This is an optimization exercise on Yosys and OpenROAD, whose aim is small area, a short achievable clock period and few clock cycles per item, not a production implementation.
Only simulation tests tie the RTL to the original design; equivalence was not proved.
Power figures rest on the tool's default switching activity, not on a simulated workload.

[config.mk]
export PLATFORM = sky130hd
export DESIGN_NAME = low_score_flank_window_selector
export DESIGN_NICKNAME = low_score_flank_window_selector
export VERILOG_FILES = /design/flow/design.v
export SDC_FILE = /design/flow/constraint.sdc
export NUM_CORES = 4
export LEC_CHECK = 0
export CAP_MARGIN = 20
export CORE_MARGIN = 2
export CORE_UTILIZATION = 60
export CTS_BUF_LIST = sky130_fd_sc_hd__clkbuf_8
export CTS_CLUSTER_DIAMETER = 60
export CTS_CLUSTER_SIZE = 16
export SETUP_SLACK_MARGIN = 3.0
export SLEW_MARGIN = 20
[constraint.sdc]
create_clock -name core_clock -period 5.5 [get_ports {clk}]
set_input_delay 1.1000 -clock core_clock [delete_from_list [all_inputs] [get_ports {clk}]]
set_output_delay 1.1000 -clock core_clock [all_outputs]
set_load 0.01 [all_outputs]
[design.v]
package lsfws_pkg;
    localparam int WINDOW_SIZE = 5;
    localparam int MID_INDEX   = WINDOW_SIZE / 2;
    localparam int FILL_W      = $clog2(WINDOW_SIZE + 1);
    localparam int POS_W       = 32;
    localparam int SCORE_W     = 17;
    localparam int QUEUE_DEPTH = 2;
    localparam int QPTR_W      = (QUEUE_DEPTH > 1) ? $clog2(QUEUE_DEPTH) : 1;
    localparam int QCNT_W      = $clog2(QUEUE_DEPTH + 1);
    localparam int PADDR_W     = 3;
    localparam int PDATA_W     = 32;
    localparam logic [SCORE_W-1:0] THRESHOLD_RESET = 17'd64881;
    localparam logic FUNC_INSERT = 1'b0;
    localparam logic FUNC_FLUSH  = 1'b1;
    localparam logic [PADDR_W-3:0] REG_SCORE_THRESHOLD = '0;
    typedef logic [POS_W-1:0]   pos_t;
    typedef logic [SCORE_W-1:0] score_t;
    typedef struct packed {
        logic   func;
        pos_t   position;
        score_t score;
    } item_t;
    typedef struct packed {
        pos_t kept_position;
        logic last;
    } result_t;
    typedef struct packed {
        pos_t [WINDOW_SIZE-1:0] positions;
        logic [WINDOW_SIZE-1:0] mask;
    } job_t;
endpackage
module low_score_flank_window_selector
(
    input  logic               clk,
    input  logic               rst_n,
    input  logic               psel,
    input  logic               penable,
    input  logic               pwrite,
    input  logic [lsfws_pkg::PADDR_W-1:0] paddr,
    input  logic [lsfws_pkg::PDATA_W-1:0] pwdata,
    output logic [lsfws_pkg::PDATA_W-1:0] prdata,
    output logic               pready,
    input  logic               item_valid,
    output logic               item_stall,
    input  lsfws_pkg::item_t              item,
    output logic               result_valid,
    input  logic               result_stall,
    output lsfws_pkg::result_t            result
);
    localparam int SLOTS   = lsfws_pkg::WINDOW_SIZE;
    localparam int SCORE_W = lsfws_pkg::SCORE_W;
    localparam int POS_W   = lsfws_pkg::POS_W;
    localparam int PDATA_W = lsfws_pkg::PDATA_W;
    lsfws_pkg::score_t           threshold_reg;
    logic [SLOTS-1:0][POS_W-1:0] pos_reg;
    logic [SLOTS-1:0]            pend_reg;
    logic [SLOTS-1:0]            last_reg;
    logic [2:0]                  unkept_reg;      
    lsfws_pkg::score_t           s1_reg;          
    lsfws_pkg::score_t           s2_reg;          
    lsfws_pkg::score_t           m_reg;           
    logic [2:0]                  fill_reg;
    logic [SLOTS-1:0]            sel_reg;         
    function automatic logic lt(input logic [SCORE_W-1:0] a, input logic [SCORE_W-1:0] b);
        logic [31:0] l;
        logic [31:0] e;
        l = '0;
        e = '1;
        for (int i = 0; i < SCORE_W; i++)
        begin
            l[i] = ~a[i] & b[i];
            e[i] = ~(a[i] ^ b[i]);
        end
        for (int w = 1; w < 32; w = w * 2)
            for (int i = 0; i + w < 32; i = i + 2 * w)
            begin
                l[i] = l[i+w] | (e[i+w] & l[i]);
                e[i] = e[i+w] & e[i];
            end
        lt = l[0];
    endfunction
    assign pready = 1'b1;
    always_ff @(posedge clk or negedge rst_n)
    begin
        if (!rst_n)
            threshold_reg <= lsfws_pkg::THRESHOLD_RESET;
        else if (psel && penable && pwrite && !paddr[2])
            threshold_reg <= pwdata[SCORE_W-1:0];
    end
    assign prdata = paddr[2] ? '0 : PDATA_W'(threshold_reg);
    logic             accept;
    logic             insert;
    logic             flush;
    logic             full;
    logic             b1;
    logic             b2;
    logic             bm;
    logic             low;
    logic [2:0]       unkept_sh;   
    logic [SLOTS-1:0] newp;        
    assign item_stall = pend_reg[SLOTS-1] && result_stall;
    assign accept     = item_valid && !item_stall;
    assign insert     = accept && !item.func;
    assign flush      = accept && item.func;
    assign full       = (fill_reg == 3'd5);
    assign b1 = lt(s1_reg, threshold_reg);
    assign b2 = lt(s2_reg, threshold_reg);
    assign bm = lt(m_reg, threshold_reg);
    always_comb
    begin
        if (item.func)
        begin
            unkept_sh = unkept_reg;
            if (full)
                low = b1 | b2;                           
            else
                low = (b1 && fill_reg >= 3'd1)
                    | (b2 && fill_reg >= 3'd2)
                    | (bm && fill_reg >= 3'd3);          
        end
        else
        begin
            unkept_sh = (unkept_reg == 3'd5) ? 3'd5 : unkept_reg + 3'd1;
            if (full)
                low = b2;                                
            else if (fill_reg == 3'd4)
                low = bm | b2;                           
            else
                low = 1'b0;
        end
        for (int i = 0; i < SLOTS; i++)
            newp[i] = low && (3'(i) < unkept_sh);
    end
    logic             deliver;
    logic [SLOTS-1:0] pend_left;
    logic [SLOTS-1:0] pend_next;
    logic [SLOTS-1:0] sel_next;
    assign result_valid = |pend_reg;
    assign deliver      = result_valid && !result_stall;
    assign pend_left    = deliver ? (pend_reg & ~sel_reg) : pend_reg;
    always_comb
    begin
        result = '0;
        for (int i = 0; i < SLOTS; i++)
            result = result | (sel_reg[i] ? {pos_reg[i], last_reg[i]} : '0);
    end
    logic [SLOTS-1:0] pend_sh;     
    logic [SLOTS-1:0] sel_sh;      
    logic [SLOTS-1:0] sel_new;     
    always_comb
    begin
        pend_sh = insert ? {pend_left[SLOTS-2:0], 1'b0} : pend_left;
        pend_next = pend_sh | (accept ? newp : '0);
        sel_sh  = '0;
        sel_new = '0;
        for (int i = 0; i < SLOTS; i++)
        begin
            if (pend_sh[i])
            begin
                sel_sh    = '0;
                sel_sh[i] = 1'b1;
            end
            sel_new[i] = (3'(i + 1) == unkept_sh);
        end
        sel_next = (|pend_sh) ? sel_sh : ((accept && low) ? sel_new : '0);
    end
    always_ff @(posedge clk or negedge rst_n)
    begin
        if (!rst_n)
        begin
            pend_reg   <= '0;
            unkept_reg <= '0;
            fill_reg   <= '0;
        end
        else
        begin
            pend_reg <= pend_next;
            if (flush || (insert && low))
                unkept_reg <= '0;
            else if (insert)
                unkept_reg <= unkept_sh;
            if (insert && !full)
                fill_reg <= fill_reg + 3'd1;
            else if (flush)
                fill_reg <= '0;
        end
    end
    always_ff @(posedge clk)
    begin
        sel_reg <= sel_next;
        if (insert)
        begin
            pos_reg  <= {pos_reg[SLOTS-2:0], item.position};
            last_reg <= {last_reg[SLOTS-2:0], low};
            s1_reg   <= item.score;
            s2_reg   <= s1_reg;
            if (fill_reg == 3'd2 || lt(s2_reg, m_reg))
                m_reg <= s2_reg;
        end
        else if (flush)
            last_reg[0] <= last_reg[0] | newp[0];
    end
endmodule
[flow/run.sh]
#!/bin/bash
# The standard layout, with plain buf_2 cells as the port buffers (the
# standard flow picks a delay cell for them). Every tool's output goes to
# flow.log here and ORFS's own logs under orfs/logs.
set -euo pipefail
bash standard.sh "BUFFER_PORTS_ARGS=-buffer_cell sky130_fd_sc_hd__buf_2" finish > flow.log 2>&1
[standard.sh]
#!/bin/bash
# synth_recipe.tcl (not shown) runs the flow's synth.tcl, then flattens the netlist and writes it again
# the make line also repeats each setting of config.mk as NAME=value (left out here)
make -C /OpenROAD-flow-scripts/flow DESIGN_CONFIG=/design/flow/config.mk WORK_HOME=/design/flow/orfs CLKGATE_MAP_FILE= SYNTH_SCRIPT=/design/flow/synth_recipe.tcl "${@:-finish}"
==> results of run 1 <==
## cells by family after synthesis
family | after synthesis | share of synthesized area, %
AO/OA/AOI/OAI | 166 | 11.8
XOR/XNOR | 2 | 0.162
adder cells (fa/ha/maj) | 69 | 7.98
buffers and inverters | 108 | 4.41
flip-flops | 249 | 67.5
multiplexers | 22 | 2.29
other | 2 | 0.0694
AND/OR/NAND/NOR | 125 | 5.86
## power groups by stage
| stage | Combinational, mW | Clock [mW] | Sequential [mW] |
|---|---|---|---|
| after global routing | 1.97 | 1.17 | 2.49 |
| after CTS | 1.71 | 1.11 | 2.45 |
| after global placement | 1.50 | 0 | 2.49 |
| final | 1.81 | 1.07 | 2.46 |
| after floorplan | 1.06 | 0 | 2.42 |
| after detailed placement | 1.54 | 0 | 2.51 |
## final cells by class
cell class,count,area [µm²]
Clock buffer,23,317
Clock inverter,15,108
Fill cell,1221,4990
Inverter,64,264
Multi-Input combinational cell,400,3310
Sequential cell,249,7310
Tap cell,229,287
Timing Repair Buffer,162,1220
Timing Repair inverter,4,37.5
## worst max-delay path, cell delays in order (launching register included)
cell and delay, ns:
dfxtp_4 0.39, clkbuf_16 0.18, a222oi_1 0.34, nand2_1 0.10, buf_2 0.15
## final timing paths
path | to | slack [ns] | cells after the start
min in group asynchronous | fill_reg[2]$_DFFE_PN0P_ | 0.60 | 1
max | result[6] | 2.68 | 4
max reg2reg | last_reg[0]$_DFFE_PP_ | 2.94 | 9
max in group asynchronous | fill_reg[1]$_DFFE_PN0P_ | 4.37 | 1
min reg2reg | s2_reg[16]$_DFFE_PP_ | 0.40 | 0
min | s2_reg[16]$_DFFE_PP_ | 0.40 | 0
## cell usage after synthesis (3+ instances only)
cell / instances
dfstp_2: 11
a222oi_1: 33
nor2_1: 20
buf_4: 17
dfxtp_1: 5
a22oi_1: 35
a21o_1: 7
mux2i_1: 3
clkbuf_1: 27
o21ai_0: 22
o21a_1: 5
nand4_1: 9
ha_1: 69
nor2b_1: 18
nand3b_1: 3
dfrtp_1: 17
o211ai_1: 3
a21oi_1: 26
mux2_2: 18
a41o_1: 6
edfxtp_1: 216
nand2_1: 49
o22ai_1: 3
inv_1: 61
nor3_1: 12
## what timing repair did
item                                    4_1_cts  5_1_grt
endpoints found under the setup margin       98      162
hold buffers                                  0        0
gates cloned                                  7        3
setup buffers                                17        7
pin swaps                                    40       32
resized for setup                            48       30
## layer usage
layer | GRT usage [%] | vias to the layer above | part of all wire [%]
met5 | 0 | - | 0
met4 | 6.50 | 0 | 1.9
met3 | 3.84 | 35 | 5.6
met2 | 41.9 | 255 | 50
met1 | 31.0 | 3394 | 42
li1 | - | 3158 | -
==> impl_metrics.tcl, run 1 <==
set metrics [dict create \
    status "finished clean" \
    cts_sinks 249 \
    drc 0 \
    grt.total_usage_pct 23.8 \
    dp_hpwl_mm 13.8 \
    combPwrFrac_pct 33.8 \
    period_share_pct 51.3 \
    place_area_um2 11700 \
    ant_nets 0 \
    die_w_um 138 \
    die_h_um 138 \
    synth.avg_cell_area_um2 14.6 \
    hold_path.class "reg -> reg" \
    period_needed_ns 2.82 \
    drive_gt1_share_pct 29.1 \
    cap_violations 0 \
    drt-initial-drc-count 607 \
    switching_share_pct 33.6 \
    drt-vias-per-instance 5.97 \
    n_antenna_cell 0 \
    synth_area_leaders "edfxtp_1 60%, ha_1 8.0%, dfrtp_1 3.9%, a222oi_1 3.1%, dfstp_2 2.7%" \
    layout.cells.non_filler 1146 \
    mostFrequentLayoutCells "216 x edfxtp_1, 108 x buf_2, 69 x inv_1" \
    worstPathRequired_ns 4.40 \
    antenna_found_initial 0 \
    p_sw_mw 1.80 \
    endpoint_kind "output port" \
    worstReg2RegStart "threshold_reg[11]$_DFFE_PN1P_" \
    fmax_ghz 0.354 \
    io_buffer_count 126 \
    htreeDepth 1 \
    ios 160 \
    tightest_slew_ns 0.779 \
    p_seq_share_pct 46.1 \
    dp_slack_ns 1.86 \
    finalSetupViolations 0 \
    total_power_mw 5.35 \
    fin_tns_setup_ns 0 \
    worstSetupPathType "reg -> out" \
    routedWlPerCell_um 20.7 \
    place.gp.congestion 0.855 \
    critPathMaxFanout 11 \
    ys_seq_area_share_pct 67.5 \
    dieArea_um2 19100 \
    clock_latency_ns 0.57 \
    dp_cells 1073 \
    synth.distinct_cells 62 \
    finalWirelength_mm 23.8 \
    overflow 0 \
    cts-root-buf "clkbuf_8" \
    syn_to_final_growth_pct 18.7 \
    start_util_pct 60.7 \
    ys_ff_latch 249 \
    core-area_um2 17800 \
    synth_top_area_share_pct 59.9 \
    crit_arrival_ns 1.72 \
    utilization_pct 72.0 \
    crit_start "sel_reg[3]$_DFF_P_" \
    startpoint_type "flop" \
    synth.cell_area_um2 10800 \
    rows 49 \
    yosys_warnings 1 \
    whs_ns 0.405 \
    holdCritStartpoint "s1_reg[16]$_DFFE_PP_" \
    stdcell_area_um2 12800 \
    synth_edf_count 216 \
    synth_top_cell_by_area "edfxtp_1" \
    largest_reg_flops 160 \
    power_frac_clock_pct 20.1 \
    rsz0062_at_grt "yes" \
    powerDensity_nw_per_um2 416 \
    grt_pass1_vias 6938 \
    cts_tree "yes" \
    vias 6842 \
    final_common_cell "edfxtp_1" \
    internal-power_mw 3.55 \
    report.final.slew_viol_count 0 \
    hold_viol 0 \
    relSlewSlack_pct 48.0 \
    clockBufferDepth 3 \
    final.setup.worst_slack_ns 2.68 \
    dr.pass1.iters 8 \
    synth_flop_cell "edfxtp_1" \
    clock_skew_ns 0.0486 \
    grt_pass1_wl_mm 36.6 \
    peakVddDrop_uv 309 \
    fin_nets 1063 \
    clk_pin_slew_worst_paths_ns 0.11 \
    syn_inst 743 \
    postSynth.asyncResetShare_pct 11.2 \
    cellLeakagePower_nw 5.28 \
    numCtsBuffers 21 \
    grt_max_degree 102 \
]
Testbench counts, summed over its fixed seeds: cycles 14,225, items 12,000.
==> inputs of run 2 (changes only) <==
--- a/config.mk
+++ b/config.mk
@@ -7,9 +7,9 @@
 export LEC_CHECK = 0
 export CAP_MARGIN = 20
 export CORE_MARGIN = 2
-export CORE_UTILIZATION = 60
+export CORE_UTILIZATION = 70
 export CTS_BUF_LIST = sky130_fd_sc_hd__clkbuf_8
 export CTS_CLUSTER_DIAMETER = 60
 export CTS_CLUSTER_SIZE = 16
-export SETUP_SLACK_MARGIN = 3.0
+export SETUP_SLACK_MARGIN = 2.8
 export SLEW_MARGIN = 20
==> run 2 against run 1 <==
Effect of this change:
- synthesized cell count stayed put
- first-iteration DRC count up 0.66%
- critical path type unchanged
- clock skew is 0.031 ns lower
- global-route usage increased by 2.6 points
- total power down 5.3%
==> impl_metrics.tcl, run 2 <==
set metrics [dict create \
    worstSetupEndpoint "result[6]" \
    ys_seq_area_share_pct 67.5 \
    fin_tns_setup_ns 0 \
    grt.total_usage_pct 26.4 \
    worstReg2RegStart "threshold_reg[7]$_DFFE_PN0P_" \
    syn_inst 743 \
    cts-root-buf "clkbuf_8" \
    synth.distinct_cells 62 \
    endpoint_kind "output port" \
    largest_reg_flops 160 \
    crit_chain "buf_4 > a222oi_1 > nand2_1 > buf_2" \
    grt_pass1_wl_mm 33.5 \
    hold_path.class "reg -> reg" \
    utilization_pct 80.2 \
    drc 0 \
    start_util_pct 71.4 \
    synth_edf_count 216 \
    clk_pin_slew_worst_paths_ns 0.11 \
    max_stage_delay_ns 0.38 \
    powerDensity_nw_per_um2 417 \
    fin_nets 1042 \
    ant_nets 0 \
    vias 6816 \
    syn_to_final_growth_pct 12.3 \
    multi_input_area_um2 3120 \
    clockBufferDepth 3 \
    synth.avg_cell_area_um2 14.6 \
    htreeDepth 1 \
    worstSetupPathType "reg -> out" \
    synth_top_cell_by_area "edfxtp_1" \
    layout.cells.non_filler 1082 \
    drt-vias-per-instance 6.30 \
    reg2reg_depth 9 \
    peakVddDrop_uv 300 \
    place.gp.congestion 0.873 \
    cellLeakagePower_nw 5.01 \
    hold_viol 0 \
    status "finished clean" \
    r2r_slack_ns 2.84 \
    critPathMaxFanout 10 \
    relSlewSlack_pct 41.2 \
    yosysMostFrequentCell "edfxtp_1" \
    die_w_um 128 \
    grt_max_degree 102 \
    overflow 0 \
    ctsHoldBuffers 0 \
    die_h_um 128 \
    cts_sinks 249 \
    final.setup.worst_slack_ns 2.69 \
    rows 45 \
    finalWirelength_mm 22.0 \
    nFillCells 815 \
    period_share_pct 51.1 \
    dp_cells 1032 \
    postSynth.asyncResetShare_pct 11.2 \
    dr.pass1.iters 6 \
    synth.cell_area_um2 10800 \
    dp_hpwl_mm 14.2 \
    routedWlPerCell_um 20.3 \
    layout.area.seq_um2 7320 \
    numCtsBuffers 19 \
    rsz0062_at_grt "yes" \
    grt_pass1_vias 6716 \
    cap_violations 0 \
    tightest_slew_ns 0.882 \
    synthTopCellsByCount "216 x edfxtp_1, 69 x ha_1, 61 x inv_1" \
    ios 160 \
    worstPathRequired_ns 4.40 \
    final_common_cell "edfxtp_1" \
    drive_gt1_share_pct 24.3 \
    startpoint_type "flop" \
    io_buffer_count 126 \
    clock_latency_ns 0.53 \
    cts_tree "yes" \
    mostFrequentLayoutCells "216 x edfxtp_1, 124 x buf_2, 73 x inv_1" \
    fmax_ghz 0.356 \
    synth_area_leaders "edfxtp_1 60%, ha_1 8.0%, dfrtp_1 3.9%, a222oi_1 3.1%, dfstp_2 2.7%" \
    crit_start "sel_reg[3]$_DFF_P_" \
    synth_flop_cell "edfxtp_1" \
    r2r_end "last_reg[0]$_DFFE_PP_" \
    n_antenna_cell 0 \
    clock_skew_ns 0.0180 \
    dp_slack_ns 1.88 \
    dieArea_um2 16500 \
    slowest_stage "a222oi_1" \
    synth_top_area_share_pct 59.9 \
    ys_ff_latch 249 \
    finalSetupViolations 0 \
    report.final.slew_viol_count 0 \
    drt-initial-drc-count 611 \
    yosys_warnings 1 \
    antenna_found_initial 0 \
    crit_arrival_ns 1.71 \
    core-area_um2 15100 \
    period_needed_ns 2.81 \
]
## run 2: changes by cell type in the layout (fill, tap and decap cells not counted), sizes merged
cell	previous run	this run
buf	159	143
clkbuf	26	21
inv	80	78
clkinv	0	1
clkinvlp	2	1
## run 2: final cells by class
cell class | instances | area share [%]
Inverter | 64 | 2.21
Clock inverter | 14 | 0.680
Tap cell | 188 | 1.94
Clock buffer | 20 | 2.27
Multi-Input combinational cell | 400 | 25.7
Timing Repair Buffer | 144 | 6.78
Timing Repair inverter | 3 | 0.237
Sequential cell | 249 | 60.2
## run 2: how the worst min path moves through the flow
| stage | startpoint | to | slack [ns] | cells past startpoint |
|---|---|---|---|---|
| 2_1_floorplan | s1_reg[0]$_DFFE_PP_ | s2_reg[0]$_DFFE_PP_ | 0.42 | 0 |
| 3_3_place_gp | s2_reg[8]$_DFFE_PP_ | m_reg[8]$_DFFE_PP_ | 0.43 | 0 |
| 3_5_place_dp | s2_reg[11]$_DFFE_PP_ | m_reg[11]$_DFFE_PP_ | 0.43 | 0 |
| 4_1_cts | s2_reg[11]$_DFFE_PP_ | m_reg[11]$_DFFE_PP_ | 0.46 | 0 |
| 5_1_grt | pos_reg[49]$_DFFE_PP_ | pos_reg[81]$_DFFE_PP_ | 0.47 | 0 |
| 6_report | pos_reg[109]$_DFFE_PP_ | pos_reg[141]$_DFFE_PP_ | 0.45 | 0 |
## run 2: kinds of logic after synthesis
family                   share of synthesized area (%)
other                                           0.0694
XOR/XNOR                                         0.162
multiplexers                                      2.29
AND/OR/NAND/NOR                                   5.86
flip-flops                                        67.5
adder cells (fa/ha/maj)                           7.98
AO/OA/AOI/OAI                                     11.8
buffers and inverters                             4.41
## run 2: per-layer routing
metal,part of all wire [%],track usage (%),vias up,wire length [µm]
met4,3.2,10.3,0,701
met1,40,33.1,3310,8700
met5,0,0,-,0
li1,-,-,3108,-
met3,6.8,4.20,59,1500
met2,50,46.5,339,11100
## run 2: repair_timing
item                       4_1_cts  5_1_grt
gates cloned                     2        1
setup endpoints to repair       78       46
pin swaps                       19       23
resized for setup               20        3
buffers inserted                 7        5
## run 2: critical path: cells and delay by family (launching register included)
| kind | cells | cell delay (ns) |
|---|---|---|
| compound gates | 1 | 0.38 |
| simple gates | 1 | 0.10 |
| buf+inv | 2 | 0.34 |
| flops | 1 | 0.37 |
## run 2: metrics by stage
stage	instance area, µm²	hold slack [ns]	power (mW)
floorplan	10900	0.417	3.46
global placement	11600	0.430	3.96
detailed placement	11600	0.434	4.02
CTS	12100	0.458	5.07
global route	12200	0.466	5.32
finish	12200	0.449	5.06
## run 2: power breakdown
group          internal [mW]  total [mW]  switching, mW
Sequential              2.30        2.46          0.161
Clock                  0.388       0.959          0.570
Combinational          0.686        1.64          0.954
==> inputs of run 3 (changes only) <==
--- a/config.mk
+++ b/config.mk
@@ -7,9 +7,11 @@
 export LEC_CHECK = 0
 export CAP_MARGIN = 20
 export CORE_MARGIN = 2
-export CORE_UTILIZATION = 70
+export CORE_UTILIZATION = 60
 export CTS_BUF_LIST = sky130_fd_sc_hd__clkbuf_8
 export CTS_CLUSTER_DIAMETER = 60
 export CTS_CLUSTER_SIZE = 16
+export GPL_ROUTABILITY_DRIVEN = 0
+export GPL_TIMING_DRIVEN = 0
 export SETUP_SLACK_MARGIN = 2.8
 export SLEW_MARGIN = 20
==> run 3 against run 2 <==
Effect of this change:
- still clean on timing, DRC and antenna
- design area rose by 3.6%
- synthesized area did not move
- non-clock buffer count rose by 33
- critical path depth rose by 1
- largest power group unchanged
==> impl_metrics.tcl, run 3 <==
set metrics [dict create \
    status "finished clean" \
    r2r_slack_ns 2.92 \
    dp_hpwl_mm 14.4 \
    stdcell_area_um2 12600 \
    clock_latency_ns 0.53 \
    io_buffer_count 125 \
    period_needed_ns 2.88 \
    crit_arrival_ns 1.78 \
    drt-vias-per-instance 5.90 \
    grt_pass1_vias 7093 \
    routedWlPerCell_um 19.2 \
    overflow 0 \
    cap_violations 0 \
    postSynth.asyncResetShare_pct 11.2 \
    peakVddDrop_uv 253 \
    synth.cell_area_um2 10800 \
    worstPathRequired_ns 4.40 \
    ys_ff_latch 249 \
    synth_flop_cell "edfxtp_1" \
    rsz0062_at_grt "yes" \
    synth_area_leaders "edfxtp_1 60%, ha_1 8.0%, dfrtp_1 3.9%, a222oi_1 3.1%, dfstp_2 2.7%" \
    nFillCells 1284 \
    ant_nets 0 \
    fin_tns_setup_ns 0 \
    mostFrequentLayoutCells "216 x edfxtp_1, 122 x buf_2, 70 x inv_1" \
    dieArea_um2 19100 \
    start_util_pct 60.7 \
    cts_sinks 249 \
    synth.avg_cell_area_um2 14.6 \
    finalSetupViolations 0 \
    clockBufferDepth 3 \
    grt_pass1_wl_mm 35.8 \
    report.final.slew_viol_count 0 \
    largest_reg_flops 160 \
    ys_seq_area_share_pct 67.5 \
    hold_path.class "reg -> reg" \
    critPathMaxFanout 7 \
    drc 0 \
    place_area_um2 11800 \
    clk_pin_slew_worst_paths_ns 0.10 \
    vias 6849 \
    worstSetupPathType "reg -> out" \
    grt.total_usage_pct 23.1 \
    synth_top_area_share_pct 59.9 \
    ios 160 \
    period_share_pct 52.3 \
    syn_to_final_growth_pct 16.3 \
    die_w_um 138 \
    ctsHoldBuffers 0 \
    tightest_slew_ns 0.896 \
    yosysMostFrequentCell "edfxtp_1" \
    antenna_found_initial 2 \
    synth_top_cell_by_area "edfxtp_1" \
    startpoint_type "flop" \
    hold_viol 0 \
    fin_nets 1076 \
    die_h_um 138 \
    core-area_um2 17800 \
    finalWirelength_mm 22.2 \
    grt_max_degree 102 \
    relSlewSlack_pct 40.2 \
    drive_gt1_share_pct 26.8 \
    synthTopCellsByCount "216 x edfxtp_1, 69 x ha_1, 61 x inv_1" \
    cts_tree "yes" \
    cellLeakagePower_nw 5.22 \
    cts-root-buf "clkbuf_8" \
    final_common_cell "edfxtp_1" \
    synth_edf_count 216 \
    synth.distinct_cells 62 \
    fmax_ghz 0.348 \
    numCtsBuffers 21 \
    htreeDepth 1 \
    syn_inst 743 \
    rows 49 \
    powerDensity_nw_per_um2 418 \
    dr.pass1.iters 8 \
    drt-initial-drc-count 544 \
    endpoint_kind "output port" \
    yosys_warnings 1 \
    clock_skew_ns 0.0205 \
]
## run 3: cell count changes in the layout (fill, tap and decap cells not counted), moves of 3 or more
cell,change
clkbuf_8,+4
buf_4,+10
inv_6,+3
dfxtp_4,-4
dfxtp_1,+3
clkbuf_16,+4
inv_1,-3
clkbuf_1,+5
clkbuf_4,+3
buf_8,+8
## run 3: cell families after synthesis
group	synth area share [%]
buffers and inverters	4.41
AOI/OAI and AO/OA	11.8
xor gates and xnor gates	0.162
adders and majority gates	7.98
and+or+nand+nor	5.86
muxes	2.29
other	0.0694
DFF	67.5
## run 3: worst max-delay path, stage by stage, from the launching register on
cell and delay [ns]:
dfxtp_2 0.34, buf_8 0.14, buf_6 0.12, a222oi_1 0.35, nand2_1 0.13, buf_2 0.16
## run 3: path summary, 6_finish.rpt
path,to,start,cells after the start
max in group asynchronous,fill_reg[1]$_DFFE_PN0P_,rst_n,1
hold reg to reg,s2_reg[6]$_DFFE_PP_,s1_reg[6]$_DFFE_PP_,0
setup / recovery,result[32],sel_reg[3]$_DFF_P_,5
hold / removal,s2_reg[6]$_DFFE_PP_,s1_reg[6]$_DFFE_PP_,0
setup reg to reg,last_reg[0]$_DFFE_PP_,threshold_reg[11]$_DFFE_PN1P_,9
min in group asynchronous,fill_reg[0]$_DFFE_PN0P_,rst_n,1
## run 3: layout make-up
class | instances | area, µm² | area share, %
Buffer | 44 | 437 | 3.47
Timing Repair Buffer | 133 | 747 | 5.93
Inverter | 64 | 259 | 2.06
Sequential cell | 249 | 7300 | 58.0
Multi-Input combinational cell | 400 | 3140 | 24.9
Antenna cell | 2 | 5.00 | 0.0398
Clock buffer | 21 | 289 | 2.30
Timing Repair inverter | 2 | 17.5 | 0.139
Tap cell | 229 | 287 | 2.28
Clock inverter | 16 | 108 | 0.855
## run 3: power by group
| group | internal [mW] | switching (mW) | total [mW] |
|---|---|---|---|
| combinational | 0.800 | 0.999 | 1.80 |
| sequential | 2.30 | 0.139 | 2.44 |
| clock | 0.418 | 0.615 | 1.03 |
## run 3: timing repair
item                                    in CTS  in global routing
endpoints found under the setup margin      65                 58
pin swaps                                   20                 15
gates resized for setup                     60                 28
buffers inserted                             3                  2
cloned                                       5                  0
## run 3: per-layer routing
metal	track usage [%]	wire [µm]	vias up
met5	0	0	-
met4	8.65	571	0
met3	3.39	1220	45
met2	38.9	11200	253
met1	30.8	9230	3366
li1	-	-	3185
## run 3: through the flow
stage          std cells  power (mW)  setup WS, ns  hold slack [ns]  utilization (%)
6_report            1160        5.27          2.62            0.451             70.6
5_1_grt             1160        5.56          2.52            0.468             70.6
4_1_cts             1156        5.25          2.58            0.454             70.0
3_5_place_dp        1111        4.06          1.95            0.434             66.2
3_3_place_gp        1111        4.01          2.03            0.432             66.2
2_1_floorplan        757        3.46          2.45            0.417                -
==> inputs of run 4 (changes only) <==
--- a/config.mk
+++ b/config.mk
@@ -11,7 +11,6 @@
 export CTS_BUF_LIST = sky130_fd_sc_hd__clkbuf_8
 export CTS_CLUSTER_DIAMETER = 60
 export CTS_CLUSTER_SIZE = 16
-export GPL_ROUTABILITY_DRIVEN = 0
-export GPL_TIMING_DRIVEN = 0
+export PLACE_DENSITY = 0.8
 export SETUP_SLACK_MARGIN = 2.8
 export SLEW_MARGIN = 20
==> run 4 against run 3 <==
Effect of this change:
- still clean on timing, DRC and antenna
- final cell count shrank 3.4%
- hold slack lost 0.015 ns
- via count shrank 3.1%
- combinational power shrank 17%
- count of clock-buffer cells in the layout is the same
- first-iteration DRC count grew 0.37%
- total power shrank 3.2%
- die area is the same
- register-to-register slack is essentially flat
- critical path type unchanged
- largest cell class unchanged
- highest routed layer unchanged
==> impl_metrics.tcl, run 4 <==
set metrics [dict create \
    synth_fa_ha_area_share_pct 7.98 \
    io_buffer_count 126 \
    cts_sinks 249 \
    finalSetupViolations 0 \
    grt_pass1_vias 6491 \
    clock_latency_ns 0.54 \
    worstReg2RegStart "threshold_reg[14]$_DFFE_PN1P_" \
    drt-initial-drc-count 546 \
    dr.pass1.iters 6 \
    cts_tree "yes" \
    synth_edf_count 216 \
    grt_pass1_wl_mm 33.2 \
    start_util_pct 60.7 \
    ctsHoldBuffers 0 \
    dp_hpwl_mm 13.0 \
    r2r_end "last_reg[0]$_DFFE_PP_" \
    clk_pin_slew_worst_paths_ns 0.10 \
    vias 6640 \
    numCtsBuffers 21 \
    rows 49 \
    synth.avg_cell_area_um2 14.6 \
    synth_area_leaders "edfxtp_1 60%, ha_1 8.0%, dfrtp_1 3.9%, a222oi_1 3.1%, dfstp_2 2.7%" \
    core-area_um2 17800 \
    synth_xor_area_share_pct 0.162 \
    htreeDepth 1 \
    synth_flop_cell "edfxtp_1" \
    hold_viol 0 \
    hold_depth 0 \
    ys_seq_area_share_pct 67.5 \
    crit_start "sel_reg[3]$_DFF_P_" \
    synth-compound-area-share_pct 11.8 \
    synthMuxAreaShare_pct 2.29 \
    cts-root-buf "clkbuf_8" \
    synth_top_area_share_pct 59.9 \
    hold_path.class "reg -> reg" \
    powerDensity_nw_per_um2 418 \
    synth_top_family_by_area "compound AO/OA/AOI/OAI gates" \
    r2r_slack_ns 2.93 \
    clockBufferDepth 3 \
    yosys.area_share.simple_pct 5.86 \
    dp_cells 1069 \
    utilization_pct 68.4 \
    fin_tns_setup_ns 0 \
    largest_reg_flops 160 \
    fmax_ghz 0.345 \
    synth.cell_area_um2 10800 \
    worstSetupPathType "reg -> out" \
    peakVddDrop_uv 387 \
    relSlewSlack_pct 41.0 \
    n_antenna_cell 0 \
    drc 0 \
    yosys_warnings 1 \
    cellLeakagePower_nw 4.98 \
    antenna_found_initial 0 \
    grt.total_usage_pct 21.3 \
    ys_ff_latch 249 \
    final_common_cell "edfxtp_1" \
    routedWlPerCell_um 19.6 \
    crit_arrival_ns 1.79 \
    reg2reg_depth 10 \
    drt-vias-per-instance 5.93 \
    synth_top_cell_by_area "edfxtp_1" \
    worstSetupEndpoint "result[19]" \
    place.gp.congestion 0.849 \
    stdcell_area_um2 12200 \
    grt_max_degree 102 \
    synth.distinct_cells 62 \
    yosysMostFrequentCell "edfxtp_1" \
    layout.cells.non_filler 1120 \
    die_h_um 138 \
    ant_nets 0 \
    rsz0062_at_grt "yes" \
    finalWirelength_mm 21.9 \
    critPathMaxFanout 9 \
    status "finished clean" \
    drive_gt1_share_pct 24.4 \
    period_needed_ns 2.89 \
    report.final.slew_viol_count 0 \
    period_share_pct 52.6 \
    cap_violations 0 \
    endpoint_kind "output port" \
    total_power_mw 5.10 \
    fin_nets 1037 \
    overflow 0 \
    place_area_um2 11600 \
    worstPathRequired_ns 4.40 \
    startpoint_type "flop" \
    syn_to_final_growth_pct 12.8 \
    ios 160 \
    mostFrequentLayoutCells "216 x edfxtp_1, 124 x buf_2, 70 x inv_1" \
    die_w_um 138 \
    syn_inst 743 \
    tightest_slew_ns 0.885 \
    postSynth.asyncResetShare_pct 11.2 \
    dieArea_um2 19100 \
    synthTopCellsByCount "216 x edfxtp_1, 69 x ha_1, 61 x inv_1" \
    clock_skew_ns 0.0414 \
]
-- run 4: changes by cell type in the layout (fill, tap and decap cells not counted), sizes merged --
cell | previous run | this run
buf | 159 | 135
clkbuf | 39 | 23
clkinvlp | 1 | 4
diode | 2 | 0
bufinv | 1 | 0
clkinv | 2 | 3
inv | 78 | 77
-- run 4: through the flow --
stage	worst slack, ns	hold slack, ns
after floorplan	2.45	0.417
after global placement	1.91	0.429
after detailed placement	1.86	0.434
after CTS	2.63	0.437
after global routing	2.57	0.450
final	2.61	0.436
-- run 4: kinds of logic (layout without fill, tap and decap cells) --
| kind of cell | after synthesis | after routing |
|---|---|---|
| adder cells (fa/ha/maj) | 69 | 69 |
| flip-flops | 249 | 249 |
| AND/OR/NAND/NOR | 125 | 125 |
| AO/OA/AOI/OAI | 166 | 166 |
| buffers and inverters | 108 | 242 |
| other | 2 | 16 |
| XOR/XNOR | 2 | 2 |
| multiplexers | 22 | 22 |
-- run 4: worst max-delay path: stages (launching register included) --
cell and delay (ns):
dfxtp_4 0.39, buf_12 0.15, a222oi_1 0.40, nand2_1 0.13, buf_2 0.17
-- run 4: worst min path at each step --
stage | start | to | slack [ns]
floorplan | s1_reg[0]$_DFFE_PP_ | s2_reg[0]$_DFFE_PP_ | 0.42
global placement | s2_reg[11]$_DFFE_PP_ | m_reg[11]$_DFFE_PP_ | 0.43
detailed placement | s2_reg[11]$_DFFE_PP_ | m_reg[11]$_DFFE_PP_ | 0.43
CTS | pos_reg[47]$_DFFE_PP_ | pos_reg[79]$_DFFE_PP_ | 0.44
global route | pos_reg[109]$_DFFE_PP_ | pos_reg[141]$_DFFE_PP_ | 0.45
finish | pos_reg[47]$_DFFE_PP_ | pos_reg[79]$_DFFE_PP_ | 0.44
-- run 4: repair_timing --
item,CTS,global route
gates cloned,2,3
pin swaps,16,27
resized for setup,9,9
hold endpoints to repair,0,0
endpoints found under the setup margin,78,45
setup buffers,0,7
-- run 4: routing by layer --
| layer | up-vias | routed length [µm] | global-route usage, % |
|---|---|---|---|
| li1 | 3103 | - | - |
| met1 | 3221 | 9410 | 30.3 |
| met2 | 281 | 10600 | 34.7 |
| met3 | 35 | 1600 | 4.05 |
| met4 | 0 | 329 | 5.10 |
| met5 | - | 0 | 0 |
-- run 4: power breakdown --
group	switching, mW	internal [mW]	total (mW)
logic	0.821	0.674	1.50
clock network	0.609	0.374	0.983
registers	0.316	2.31	2.62
total	1.75	3.35	5.10
-- run 4: area by class of cell --
type / count / area [µm²]
Sequential cell: 249 / 7320
Fill cell: 1227 / 5640
Multi-Input combinational cell: 400 / 3130
Timing Repair Buffer: 137 / 790
Clock buffer: 21 / 289
Tap cell: 229 / 287
Inverter: 64 / 269
Clock inverter: 17 / 93.8
Timing Repair inverter: 3 / 28.8
==> inputs of run 5 (changes only) <==
--- a/config.mk
+++ b/config.mk
@@ -11,6 +11,5 @@
 export CTS_BUF_LIST = sky130_fd_sc_hd__clkbuf_8
 export CTS_CLUSTER_DIAMETER = 60
 export CTS_CLUSTER_SIZE = 16
-export PLACE_DENSITY = 0.8
 export SETUP_SLACK_MARGIN = 2.8
 export SLEW_MARGIN = 20
==> run 5 against run 4 <==
Effect of this change:
- hold slack better by 0.0035 ns
- still clean
- sequential share of layout area down 0.47 points
- total power up 1.2%
- first-iteration DRC count up 7.9%
- fmax up 5.3%
- final cell count up 0.71%
- clock skew down 0.023 ns
- highest routed layer unchanged
- combinational power up 11%
- largest cell class unchanged
- worst setup slack better by 0.15 ns
- global-route usage up 1.4 points
- synthesized area unchanged
==> impl_metrics.tcl, run 5 <==
set metrics [dict create \
    slowest_stage "dfxtp_4" \
    yosysMostFrequentCell "edfxtp_1" \
    ys_seq_area_share_pct 67.5 \
    endpoint_kind "output port" \
    startpoint_type "flop" \
    p_sw_mw 1.73 \
    drt-initial-drc-count 589 \
    synth_flop_cell "edfxtp_1" \
    synthTopCellsByCount "216 x edfxtp_1, 69 x ha_1, 61 x inv_1" \
    cap_violations 0 \
    die_w_um 138 \
    drt-vias-per-instance 5.96 \
    worstPathRequired_ns 4.40 \
    synth_area_leaders "edfxtp_1 60%, ha_1 8.0%, dfrtp_1 3.9%, a222oi_1 3.1%, dfstp_2 2.7%" \
    power_frac_clock_pct 19.9 \
    whs_ns 0.439 \
    clock_skew_ns 0.0182 \
    crit_arrival_ns 1.65 \
    numCtsBuffers 21 \
    peakVddDrop_uv 284 \
    p_seq_share_pct 48.0 \
    worstSetupPathType "reg -> out" \
    synthMuxAreaShare_pct 2.29 \
    synth_xor_area_share_pct 0.162 \
    synth_edf_count 216 \
    switching_share_pct 33.5 \
    n_antenna_cell 0 \
    dp_cells 1073 \
    relSlewSlack_pct 31.9 \
    overflow 0 \
    cts_sinks 249 \
    syn_inst 743 \
    synth_top_area_share_pct 59.9 \
    synth_fa_ha_area_share_pct 7.98 \
    total_power_mw 5.16 \
    grt_pass1_wl_mm 35.3 \
    fmax_ghz 0.364 \
    grt_max_degree 102 \
    routedWlPerCell_um 19.4 \
    drive_gt1_share_pct 25.6 \
    max_stage_delay_ns 0.38 \
    ios 160 \
    dp_hpwl_mm 13.6 \
    internal-power_mw 3.43 \
    crit_chain "buf_12 > a222oi_1 > nand2_1 > buf_2" \
    final_common_cell "edfxtp_1" \
    period_needed_ns 2.75 \
    vias 6727 \
    yosys_warnings 1 \
    grt.total_usage_pct 22.7 \
    syn_to_final_growth_pct 13.6 \
    rows 49 \
    cts_tree "yes" \
    clock_latency_ns 0.53 \
    final.setup.worst_slack_ns 2.75 \
    io_buffer_count 126 \
    dieArea_um2 19100 \
    antenna_found_initial 0 \
    combPwrFrac_pct 32.1 \
    status "finished clean" \
    critPathMaxFanout 9 \
    ys_ff_latch 249 \
    tightest_slew_ns 1.02 \
    powerDensity_nw_per_um2 420 \
    rsz0062_at_grt "yes" \
    clk_pin_slew_worst_paths_ns 0.11 \
    postSynth.asyncResetShare_pct 11.2 \
    layout.cells.non_filler 1128 \
    grt_pass1_vias 6875 \
    largest_reg_flops 160 \
    hold_path.class "reg -> reg" \
    htreeDepth 1 \
    start_util_pct 60.7 \
    cts-root-buf "clkbuf_8" \
    dp_slack_ns 1.87 \
    period_share_pct 50.0 \
    mostFrequentLayoutCells "216 x edfxtp_1, 124 x buf_2, 69 x inv_1, 69 x ha_1, 49 x nand2_1" \
    synth-compound-area-share_pct 11.8 \
    place.gp.congestion 0.933 \
    drc 0 \
    core-area_um2 17800 \
    cellLeakagePower_nw 5.04 \
    finalSetupViolations 0 \
    die_h_um 138 \
    fin_tns_setup_ns 0 \
    clockBufferDepth 3 \
    synth.cell_area_um2 10800 \
    ctsHoldBuffers 0 \
    dr.pass1.iters 8 \
    report.final.slew_viol_count 0 \
    synth_top_cell_by_area "edfxtp_1" \
    synth.distinct_cells 62 \
    ant_nets 0 \
    finalWirelength_mm 21.9 \
    synth.avg_cell_area_um2 14.6 \
    hold_viol 0 \
    synth_top_family_by_area "compound AO/OA/AOI/OAI gates" \
    yosys.area_share.simple_pct 5.86 \
    fin_nets 1045 \
]
==> run 5: cell types whose count changed in the layout (fill, tap and decap cells not counted), sizes merged <==
cell	previous run	this run
buf	135	144
bufinv	0	1
clkbuf	23	22
clkinv	3	5
clkinvlp	4	2
inv	77	76
==> run 5: kinds of logic after synthesis <==
family	count (synthesis)
AOI/OAI and AO/OA	166
xor gates and xnor gates	2
adders and majority gates	69
buffers and inverters	108
DFF	249
muxes	22
other	2
and+or+nand+nor	125
==> run 5: layout make-up <==
type | count | area (µm²)
Sequential cell | 249 | 7320
Fill cell | 1270 | 5540
Multi-Input combinational cell | 400 | 3140
Timing Repair Buffer | 145 | 855
Clock buffer | 21 | 289
Tap cell | 229 | 287
Inverter | 64 | 269
Clock inverter | 17 | 115
Timing Repair inverter | 3 | 28.8
==> run 5: timing repair <==
item	CTS	global route
endpoints found under the hold margin	0	0
setup buffers	6	8
setup endpoints to repair	78	47
cloned	2	1
resized for setup	25	8
pin swaps	28	19
==> run 5: power by group through the flow <==
stage / clock network (mW) / logic [mW] / registers, mW
final: 1.03 / 1.66 / 2.48
after global routing: 1.13 / 1.82 / 2.51
after CTS: 1.06 / 1.62 / 2.49
after detailed placement: 0 / 1.46 / 2.56
after global placement: 0 / 1.43 / 2.55
after floorplan: 0 / 1.04 / 2.42
==> run 5: stage by stage <==
stage | instance area (µm²) | util [%]
finish | 12300 | 68.9
global route | 12300 | 68.9
CTS | 12200 | 68.3
detailed placement | 11600 | 65.1
global placement | 11600 | 65.1
floorplan | 10900 | -
==> run 5: path summary, 6_finish.rpt <==
kind	startpoint	slack, ns	depth (start not counted)	endpoint
max	sel_reg[3]$_DFF_P_	2.75	4	result[10]
min	pos_reg[28]$_DFFE_PP_	0.44	0	pos_reg[60]$_DFFE_PP_
max reg2reg	threshold_reg[15]$_DFFE_PN1P_	2.92	9	pend_reg[4]$_DFF_PN0_
min reg2reg	pos_reg[28]$_DFFE_PP_	0.44	0	pos_reg[60]$_DFFE_PP_
max in group asynchronous	rst_n	4.41	1	threshold_reg[7]$_DFFE_PN0P_
min in group asynchronous	rst_n	0.60	1	threshold_reg[16]$_DFFE_PN0P_
==> run 5: worst max-delay path: cells and delay by family (launching register included) <==
kind | cells | cell delay (ns)
buffers and inverters | 2 | 0.29
and+or+nand+nor | 1 | 0.13
DFF | 1 | 0.38
AOI/OAI and AO/OA | 1 | 0.32
==> run 5: layer usage <==
layer	share of wire (%)	track usage [%]
met1	43	30.6
met2	49	38.5
met3	5.7	3.64
met4	2.5	6.87
met5	0	0
==> inputs of run 6 (changes only) <==
--- a/config.mk
+++ b/config.mk
@@ -11,5 +11,5 @@
 export CTS_BUF_LIST = sky130_fd_sc_hd__clkbuf_8
 export CTS_CLUSTER_DIAMETER = 60
 export CTS_CLUSTER_SIZE = 16
-export SETUP_SLACK_MARGIN = 2.8
+export SETUP_SLACK_MARGIN = 2.9
 export SLEW_MARGIN = 20
==> run 6 against run 5 <==
Effect of this change:
- combinational power is 2% higher
- clock power is essentially flat
- critical endpoint is now result[28]
- flip-flop and latch count unchanged
- die area did not move
- wire length up 1.5%
- global-route usage unchanged
- final cell count increased by 0.44%
- utilization grew 1.1 points
- synthesized cell count did not move
- register-to-register slack improved by 0.09 ns
- clock skew is essentially flat
==> impl_metrics.tcl, run 6 <==
set metrics [dict create \
    core-area_um2 17800 \
    yosysMostFrequentCell "edfxtp_1" \
    grt_pass1_wl_mm 35.3 \
    synth_top_area_share_pct 59.9 \
    overflow 0 \
    finalWirelength_mm 22.3 \
    crit_start "sel_reg[3]$_DFF_P_" \
    nFillCells 1248 \
    cts_sinks 249 \
    p_seq_share_pct 47.7 \
    mostFrequentLayoutCells "216 x edfxtp_1, 124 x buf_2, 69 x inv_1" \
    die_w_um 138 \
    tightest_slew_ns 1.00 \
    ctsHoldBuffers 0 \
    combPwrFrac_pct 32.6 \
    switching_share_pct 33.4 \
    powerDensity_nw_per_um2 417 \
    numCtsBuffers 21 \
    relSlewSlack_pct 32.8 \
    hold_viol 0 \
    rows 49 \
    r2r_end "pend_reg[4]$_DFF_PN0_" \
    multi_input_area_um2 3220 \
    total_power_mw 5.21 \
    internal-power_mw 3.47 \
    synth.distinct_cells 62 \
    worstReg2RegStart "threshold_reg[15]$_DFFE_PN1P_" \
    layout.area.seq_um2 7320 \
    io_buffer_count 126 \
    power_frac_clock_pct 19.7 \
    clockBufferDepth 3 \
    final_common_cell "edfxtp_1" \
    synthMuxAreaShare_pct 2.29 \
    synth_top_family_by_area "compound AO/OA/AOI/OAI gates" \
    synth.avg_cell_area_um2 14.6 \
    synth-compound-area-share_pct 11.8 \
    htreeDepth 1 \
    start_util_pct 60.7 \
    drc 0 \
    clock_skew_ns 0.0182 \
    place.gp.congestion 0.933 \
    antenna_found_initial 0 \
    ios 160 \
    endpoint_kind "output port" \
    ys_seq_area_share_pct 67.5 \
    report.final.slew_viol_count 0 \
    largest_reg_flops 160 \
    worstPathRequired_ns 4.40 \
    status "finished clean" \
    reg2reg_depth 9 \
    syn_inst 743 \
    routedWlPerCell_um 19.6 \
    drive_gt1_share_pct 27.5 \
    critPathMaxFanout 10 \
    n_antenna_cell 0 \
    synth_xor_area_share_pct 0.162 \
    grt_max_degree 102 \
    p_sw_mw 1.74 \
    holdCritStartpoint "pos_reg[28]$_DFFE_PP_" \
    crit_arrival_ns 1.67 \
    fmax_ghz 0.361 \
    dr.pass1.iters 7 \
    layout.cells.non_filler 1133 \
    rsz0062_at_grt "yes" \
    dp_slack_ns 1.87 \
    synth_edf_count 216 \
    peakVddDrop_uv 286 \
    postSynth.asyncResetShare_pct 11.2 \
    synth_flop_cell "edfxtp_1" \
    hold-path-endpoint "pos_reg[60]$_DFFE_PP_" \
    cts_tree "yes" \
    cts-root-buf "clkbuf_8" \
    final.setup.worst_slack_ns 2.73 \
    drt-initial-drc-count 590 \
    clock_latency_ns 0.53 \
    drt-vias-per-instance 5.92 \
    cellLeakagePower_nw 5.11 \
    synth_top_cell_by_area "edfxtp_1" \
    period_share_pct 50.3 \
    ant_nets 0 \
    r2r_slack_ns 3.01 \
    hold_path.class "reg -> reg" \
    synth.cell_area_um2 10800 \
    die_h_um 138 \
    startpoint_type "flop" \
    period_needed_ns 2.77 \
    dieArea_um2 19100 \
    synth_fa_ha_area_share_pct 7.98 \
    ys_ff_latch 249 \
    yosys_warnings 1 \
    grt_pass1_vias 6852 \
    grt.total_usage_pct 22.7 \
    hold_depth 0 \
    fin_nets 1050 \
    vias 6713 \
    worstSetupPathType "reg -> out" \
    clk_pin_slew_worst_paths_ns 0.10 \
    dp_cells 1073 \
    syn_to_final_growth_pct 15.4 \
    synth_area_leaders "edfxtp_1 60%, ha_1 8.0%, dfrtp_1 3.9%, a222oi_1 3.1%, dfstp_2 2.7%" \
    dp_hpwl_mm 13.6 \
    yosys.area_share.simple_pct 5.86 \
    fin_tns_setup_ns 0 \
    finalSetupViolations 0 \
    cap_violations 0 \
    synthTopCellsByCount "216 x edfxtp_1, 69 x ha_1, 61 x inv_1" \
    utilization_pct 70.0 \
]
-- run 6: cell counts after synthesis --
Identical to the previous run, type by type.
-- run 6: worst max-delay path: stages, from the launching register on --
cell      delay [ns]
dfxtp_4         0.38
buf_6           0.16
a222oi_1        0.34
nand2_1         0.11
buf_2           0.16
-- run 6: cell type report --
| cell class | count | share of cell area [%] |
|---|---|---|
| inverter | 64 | 2.17 |
| clock buffer | 21 | 2.32 |
| sequential | 249 | 58.6 |
| tap | 229 | 2.30 |
| timing repair buffer | 149 | 7.56 |
| multi-input combinational | 400 | 25.8 |
| clock inverter | 17 | 0.922 |
| timing repair inverter | 4 | 0.301 |
-- run 6: worst max path at each step --
stage / endpoint / slack (ns) / cells past startpoint
3_3_place_gp: sel_reg[1]$_DFF_P_ / 1.98 / 10
4_1_cts: result[10] / 2.69 / 4
2_1_floorplan: sel_reg[1]$_DFF_P_ / 2.45 / 9
3_5_place_dp: sel_reg[1]$_DFF_P_ / 1.87 / 10
5_1_grt: result[10] / 2.62 / 4
6_report: result[28] / 2.73 / 4
-- run 6: what timing repair did --
action,CTS,global route
hold endpoints to repair,0,0
gates resized for setup,34,21
setup buffers,8,9
gates cloned,3,2
endpoints found under the setup margin,79,51
pin swaps,19,32
-- run 6: power by group through the flow --
stage / clock network, mW / registers (mW) / logic [mW]
floorplan: 0 / 2.42 / 1.04
global placement: 0 / 2.55 / 1.43
detailed placement: 0 / 2.56 / 1.46
CTS: 1.06 / 2.49 / 1.65
global route: 1.13 / 2.51 / 1.86
finish: 1.03 / 2.48 / 1.70
-- run 6: stage by stage --
stage / area [µm²] / hold slack, ns
floorplan: 10900 / 0.417
global placement: 11600 / 0.430
detailed placement: 11600 / 0.432
CTS: 12300 / 0.440
global route: 12500 / 0.454
finish: 12500 / 0.439
-- run 6: per-layer routing --
metal	GRT usage, %	vias up	wire length [µm]
met5	0	-	0
li1	-	3125	-
met3	3.60	40	1240
met2	38.7	225	10900
met4	6.44	0	482
met1	30.7	3323	9620
-- run 6: cell families (layout without fill, tap and decap cells) --
logic type                 after synthesis  in the layout
DFF                                    249            249
and+or+nand+nor                        125            125
adders and majority gates               69             69
muxes                                   22             22
AOI/OAI and AO/OA                      166            166
xor gates and xnor gates                 2              2
other                                    2             16
buffers and inverters                  108            255
==> inputs of run 7 (changes only) <==
--- a/config.mk
+++ b/config.mk
@@ -11,5 +11,5 @@
 export CTS_BUF_LIST = sky130_fd_sc_hd__clkbuf_8
 export CTS_CLUSTER_DIAMETER = 60
 export CTS_CLUSTER_SIZE = 16
-export SETUP_SLACK_MARGIN = 2.9
+export SETUP_SLACK_MARGIN = 2.7
 export SLEW_MARGIN = 20
==> run 7 against run 6 <==
Effect of this change:
- synthesized cell count unchanged
- clock power barely moved
- combinational power shrank 5%
- largest power group unchanged
==> impl_metrics.tcl, run 7 <==
set metrics [dict create \
    grt_max_degree 103 \
    synth.avg_cell_area_um2 14.6 \
    antenna_found_initial 0 \
    synth_top_area_share_pct 59.9 \
    numCtsBuffers 21 \
    routedWlPerCell_um 19.3 \
    synth_flop_cell "edfxtp_1" \
    die_w_um 138 \
    core-area_um2 17800 \
    rows 49 \
    crit_arrival_ns 1.66 \
    synth_area_leaders "edfxtp_1 60%, ha_1 8.0%, dfrtp_1 3.9%, a222oi_1 3.1%, dfstp_2 2.7%" \
    worstPathRequired_ns 4.40 \
    clockBufferDepth 3 \
    layout.area.seq_um2 7320 \
    finalSetupViolations 0 \
    htreeDepth 1 \
    synth.cell_area_um2 10800 \
    largest_reg_flops 160 \
    ios 160 \
    report.final.slew_viol_count 0 \
    place.gp.congestion 0.933 \
    synth_edf_count 216 \
    synth.distinct_cells 62 \
    relSlewSlack_pct 31.8 \
    drc 0 \
    drt-initial-drc-count 583 \
    start_util_pct 60.7 \
    postSynth.asyncResetShare_pct 11.2 \
    synthTopCellsByCount "216 x edfxtp_1, 69 x ha_1, 61 x inv_1" \
    period_needed_ns 2.76 \
    cts_tree "yes" \
    dp_hpwl_mm 13.6 \
    hold_viol 0 \
    hold_path.class "reg -> reg" \
    utilization_pct 68.4 \
    io_buffer_count 126 \
    final_common_cell "edfxtp_1" \
    synth_top_cell_by_area "edfxtp_1" \
    worstSetupPathType "reg -> out" \
    drt-vias-per-instance 5.98 \
    status "finished clean" \
    fin_tns_setup_ns 0 \
    nFillCells 1274 \
    tightest_slew_ns 1.02 \
    vias 6702 \
    cap_violations 0 \
    cts_sinks 249 \
    r2r_slack_ns 2.85 \
    layout.cells.non_filler 1120 \
    ant_nets 0 \
    total_power_mw 5.13 \
    powerDensity_nw_per_um2 420 \
    endpoint_kind "output port" \
    clock_latency_ns 0.54 \
    overflow 0 \
    fin_nets 1037 \
    yosys_warnings 1 \
    dp_slack_ns 1.87 \
    grt.total_usage_pct 22.4 \
    mostFrequentLayoutCells "216 x edfxtp_1, 125 x buf_2, 69 x inv_1, 69 x ha_1, 49 x nand2_1" \
    cts-root-buf "clkbuf_8" \
    ys_seq_area_share_pct 67.5 \
    clock_skew_ns 0.0178 \
    dp_cells 1073 \
    clk_pin_slew_worst_paths_ns 0.10 \
    grt_pass1_wl_mm 34.9 \
    ys_ff_latch 249 \
    cellLeakagePower_nw 4.99 \
    dieArea_um2 19100 \
    dr.pass1.iters 6 \
    rsz0062_at_grt "yes" \
    finalWirelength_mm 21.6 \
    period_share_pct 50.2 \
    drive_gt1_share_pct 24.2 \
    peakVddDrop_uv 302 \
    yosysMostFrequentCell "edfxtp_1" \
    syn_inst 743 \
    n_antenna_cell 0 \
    final.setup.worst_slack_ns 2.74 \
    startpoint_type "flop" \
    ctsHoldBuffers 0 \
    fmax_ghz 0.362 \
    critPathMaxFanout 19 \
    grt_pass1_vias 6786 \
    multi_input_area_um2 3110 \
    die_h_um 138 \
    syn_to_final_growth_pct 12.8 \
]
[run 7: cell count changes in the layout (fill, tap and decap cells not counted), moves of 3 or more]
cell	previous run	this run
nor3_2	3	0
nor3_1	9	12
buf_4	13	4
nor2b_1	12	18
inv_6	6	3
nor2b_4	4	0
[run 7: metal layers]
layer  global-route usage [%]  vias up  part of all wire, %
met1                     30.4     3331                   43
li1                         -     3100                    -
met5                        0        -                    0
met4                     6.28        0                  2.4
met3                     3.50       37                  6.2
met2                     37.9      234                   48
[run 7: repair_timing]
action / in CTS / in global routing
pin swaps: 6 / 17
gates cloned: 1 / 1
gates resized for setup: 22 / 4
buffers inserted: 6 / 1
setup endpoints to repair: 59 / 38
[run 7: worst max-delay path, stage by stage, from the launching register on]
cell,delay [ns]
dfxtp_4,0.37
buf_12,0.15
a222oi_1,0.30
nand2_1,0.13
buf_2,0.16
[run 7: cell type report]
class                   count  area share [%]
flip-flops and latches    249            59.9
multi-input cells         400            25.5
repair buffers            138            6.55
clock buffers              21            2.37
well taps                 229            2.35
inverters                  64            2.20
clock inverters            17           0.943
repair inverters            2           0.164
[run 7: power breakdown]
group          internal, mW  switching [mW]
Sequential             2.31           0.186
Combinational         0.696           0.922
Clock                 0.419           0.605
[run 7: worst paths after layout]
path,start,endpoint,depth (start not counted)
setup / recovery,sel_reg[4]$_DFF_P_,result[21],4
hold / removal,pos_reg[28]$_DFFE_PP_,pos_reg[60]$_DFFE_PP_,0
setup reg to reg,threshold_reg[7]$_DFFE_PN0P_,pend_reg[4]$_DFF_PN0_,9
min in group asynchronous,rst_n,pend_reg[1]$_DFF_PN0_,1
max in group asynchronous,rst_n,pend_reg[4]$_DFF_PN0_,1
hold reg to reg,pos_reg[28]$_DFFE_PP_,pos_reg[60]$_DFFE_PP_,0
[run 7: cell families (layout without fill, tap and decap cells)]
logic type                 Yosys count  after routing  synth area share (%)
adders and majority gates           69             69                  7.98
xor gates and xnor gates             2              2                 0.162
other                                2             16                0.0694
DFF                                249            249                  67.5
muxes                               22             22                  2.29
AOI/OAI and AO/OA                  166            166                  11.8
buffers and inverters              108            242                  4.41
and+or+nand+nor                    125            125                  5.86
[run 7: through the flow]
stage	hold slack [ns]	instance area, µm²
floorplan	0.417	10900
global placement	0.430	11600
detailed placement	0.432	11600
CTS	0.440	12200
global route	0.454	12200
finish	0.444	12200
==> inputs of run 8 (changes only) <==
==> flow/run.sh (replaced) <==
#!/bin/bash
# The standard layout, with plain buf_1 cells as the port buffers (the
# standard flow picks a delay cell for them). Every tool's output goes to
# flow.log here and ORFS's own logs under orfs/logs.
set -euo pipefail
bash standard.sh "BUFFER_PORTS_ARGS=-buffer_cell sky130_fd_sc_hd__buf_1" finish > flow.log 2>&1
--- a/config.mk
+++ b/config.mk
@@ -11,5 +11,5 @@
 export CTS_BUF_LIST = sky130_fd_sc_hd__clkbuf_8
 export CTS_CLUSTER_DIAMETER = 60
 export CTS_CLUSTER_SIZE = 16
-export SETUP_SLACK_MARGIN = 2.7
+export SETUP_SLACK_MARGIN = 2.8
 export SLEW_MARGIN = 20
==> run 8 against run 7 <==
Effect of this change:
- fmax decreased by 1.0%
- design area decreased by 0.20%
- flip-flop and latch count stayed put
- via count is 0.81% lower
- count of clock-buffer cells in the layout fell by 1
- clock skew is 0.012 ns higher
- utilization down 0.14 points
- sequential power about the same
- die area is the same
- global-route usage grew 0.30 points
- combinational power about the same
- worst setup slack lost 0.028 ns
==> impl_metrics.tcl, run 8 <==
set metrics [dict create \
    path_buf_inv 2 \
    grt_use_met2_pct 38.1 \
    grt_pass1_wl_mm 35.3 \
    io_buffer_count 126 \
    ios 160 \
    synthTopCellsByCount "216 x edfxtp_1, 69 x ha_1, 61 x inv_1" \
    antenna_found_initial 0 \
    finalWirelength_mm 22.0 \
    clock_skew_ns 0.0297 \
    synth_edf_count 216 \
    total_power_mw 5.12 \
    cap_violations 0 \
    crit_arrival_ns 1.69 \
    hold_viol 0 \
    drt-vias-per-instance 5.88 \
    drt-initial-drc-count 579 \
    internal-power_mw 3.38 \
    p_seq_share_pct 48.2 \
    synth_top_cell_by_area "edfxtp_1" \
    period_needed_ns 2.79 \
    drc 0 \
    utilization_pct 68.3 \
    switching_share_pct 33.9 \
    startpoint_type "flop" \
    final_common_cell "edfxtp_1" \
    largest_reg_flops 160 \
    clock_latency_ns 0.55 \
    rsz0062_at_grt "yes" \
    syn_to_final_growth_pct 12.6 \
    worstSetupPathType "reg -> out" \
    grt_use_met1_pct 31.1 \
    grt_max_degree 102 \
    busiest_layer "met2" \
    die_h_um 138 \
    critPathTopFamily "flip-flops" \
    cts_tree "yes" \
    yosysMostFrequentCell "edfxtp_1" \
    cts-root-buf "clkbuf_8" \
    cellLeakagePower_nw 4.76 \
    postSynth.asyncResetShare_pct 11.2 \
    ys_ff_latch 249 \
    power_frac_clock_pct 19.7 \
    syn_inst 743 \
    finalSetupViolations 0 \
    fin_tns_setup_ns 0 \
    powerDensity_nw_per_um2 420 \
    drive_gt1_share_pct 14.4 \
    slowest_stage "dfxtp_4" \
    ctsHoldBuffers 0 \
    ys_seq_area_share_pct 67.5 \
    dp_hpwl_mm 13.8 \
    place.gp.congestion 0.906 \
    n_antenna_cell 0 \
    relSlewSlack_pct 33.3 \
    vias 6648 \
    layout.cells.non_filler 1131 \
    htreeDepth 1 \
    report.final.slew_viol_count 0 \
    mostFrequentLayoutCells "216 x edfxtp_1, 102 x buf_1, 71 x inv_1" \
    peakVddDrop_uv 391 \
    clockBufferDepth 3 \
    rows 49 \
    nFillCells 1278 \
    period_share_pct 50.7 \
    clk_pin_slew_worst_paths_ns 0.10 \
    core-area_um2 17800 \
    synth_flop_cell "edfxtp_1" \
    synth.cell_area_um2 10800 \
    grt.total_usage_pct 22.7 \
    hold_path.class "reg -> reg" \
    dieArea_um2 19100 \
    dr.pass1.iters 5 \
    use_met3_pct 3.91 \
    grt_pass1_vias 6743 \
    worstPathRequired_ns 4.40 \
    tightest_slew_ns 0.995 \
    status "finished clean" \
    overflow 0 \
    synth_area_leaders "edfxtp_1 60%, ha_1 8.0%, dfrtp_1 3.9%, a222oi_1 3.1%, dfstp_2 2.7%" \
    routedWlPerCell_um 19.4 \
    p_sw_mw 1.74 \
    start_util_pct 60.7 \
    synth.distinct_cells 62 \
    numCtsBuffers 20 \
    combPwrFrac_pct 32.1 \
    endpoint_kind "output port" \
    yosys_warnings 1 \
    max_stage_delay_ns 0.38 \
    fmax_ghz 0.359 \
    synth.avg_cell_area_um2 14.6 \
    fin_nets 1049 \
    critPathMaxFanout 21 \
    die_w_um 138 \
    ant_nets 0 \
    crit_chain "buf_12 > a222oi_1 > nand2_1 > buf_1" \
    cts_sinks 249 \
    dp_cells 1074 \
    synth_top_area_share_pct 59.9 \
]
run 8: cell counts after synthesis:
No cell type changed its count.
run 8: power by group through the flow:
stage                     registers, mW  clock network, mW  logic, mW
final                              2.47               1.01       1.64
after detailed placement           2.57                  0       1.40
after global routing               2.50               1.11       1.82
after global placement             2.56                  0       1.37
after CTS                          2.47               1.04       1.60
after floorplan                    2.42                  0       1.04
run 8: path summary, 6_finish.rpt:
| kind | startpoint | to | slack [ns] | cells past startpoint |
|---|---|---|---|---|
| setup / recovery | sel_reg[4]$_DFF_P_ | result[31] | 2.71 | 4 |
| hold / removal | s1_reg[11]$_DFFE_PP_ | s2_reg[11]$_DFFE_PP_ | 0.45 | 0 |
| setup reg to reg | threshold_reg[15]$_DFFE_PN1P_ | pend_reg[0]$_DFF_PN0_ | 2.90 | 9 |
| hold reg to reg | s1_reg[11]$_DFFE_PP_ | s2_reg[11]$_DFFE_PP_ | 0.45 | 0 |
| max in group asynchronous | rst_n | threshold_reg[15]$_DFFE_PN1P_ | 4.60 | 2 |
| min in group asynchronous | rst_n | fill_reg[2]$_DFFE_PN0P_ | 0.56 | 2 |
run 8: cells by family after synthesis:
kind of cell               after synthesis  synth area share (%)
and+or+nand+nor                        125                  5.86
AOI/OAI and AO/OA                      166                  11.8
adders and majority gates               69                  7.98
muxes                                   22                  2.29
xor gates and xnor gates                 2                 0.162
other                                    2                0.0694
buffers and inverters                  108                  4.41
DFF                                    249                  67.5
run 8: layer usage:
layer | share of wire [%] | vias up
met1 | 44 | 3285
met4 | 2.3 | 0
met5 | 0 | -
met3 | 5.0 | 36
met2 | 49 | 201
li1 | - | 3126
run 8: what timing repair did:
item                       4_1_cts  5_1_grt
resized for setup               38       22
gates cloned                     2        1
setup endpoints to repair       79       54
setup buffers                    9        9
pin swaps                       17       20
hold endpoints to repair         0        0
run 8: metrics by stage:
stage / hold slack (ns) / setup WS, ns / cell area, µm²
CTS: 0.448 / 2.68 / 12000
detailed placement: 0.435 / 1.79 / 11500
floorplan: 0.417 / 2.45 / 10900
global route: 0.463 / 2.59 / 12200
finish: 0.446 / 2.71 / 12200
global placement: 0.430 / 1.89 / 11500
run 8: cell type report:
type	count	area [µm²]	area share, %
Timing Repair inverter	3	28.8	0.236
Clock inverter	16	104	0.852
Inverter	64	269	2.21
Tap cell	229	287	2.35
Clock buffer	20	275	2.26
Sequential cell	249	7320	60.1
Timing Repair Buffer	150	767	6.29
Multi-Input combinational cell	400	3140	25.7

[re-timing with driven ports]
In the flow no input, the clock included, has a driving cell. The finished layouts below were timed again as built, in two steps.
Step 1 assumes that a clkbuf_16 drives the clock port and a buf_2 every other input.
Step 2 adds t to the input delays and takes it off the output delays; t is the mean of the earliest and latest rising clock arrival at the registers after step 1. Input paths then give back, and output paths get back, about the clock's delay inside the block.
Three values: no drivers, after step 1, after step 2; two values: the first two.
| run | t, ns | setup WS [ns] | hold slack, ns | latest minus earliest clock arrival (ns) |
|---|---|---|---|---|
| run 1 | 0.586 | 2.678 / 2.636 / 2.348 | 0.405 / 0.405 / 0.405 | 0.050 / 0.050 |
| run 2 | 0.566 | 2.689 / 2.647 / 2.360 | 0.449 / 0.449 / 0.449 | 0.021 / 0.021 |
| run 3 | 0.565 | 2.623 / 2.580 / 2.355 | 0.451 / 0.451 / 0.451 | 0.022 / 0.023 |
| run 4 | 0.566 | 2.606 / 2.564 / 2.308 | 0.436 / 0.436 / 0.436 | 0.046 / 0.046 |
| run 5 | 0.565 | 2.751 / 2.712 / 2.340 | 0.439 / 0.439 / 0.439 | 0.020 / 0.020 |
| run 6 | 0.566 | 2.732 / 2.693 / 2.450 | 0.439 / 0.439 / 0.439 | 0.019 / 0.019 |
| run 7 | 0.569 | 2.741 / 2.702 / 2.295 | 0.444 / 0.444 / 0.444 | 0.025 / 0.026 |
| run 8 | 0.576 | 2.713 / 2.674 / 2.392 | 0.446 / 0.446 / 0.446 | 0.030 / 0.030 |
After both steps setup and hold are still met in every run listed. The setup slack of run 7, which loses most, moves by -0.039 ns with the drivers and by -0.446 ns with both steps.
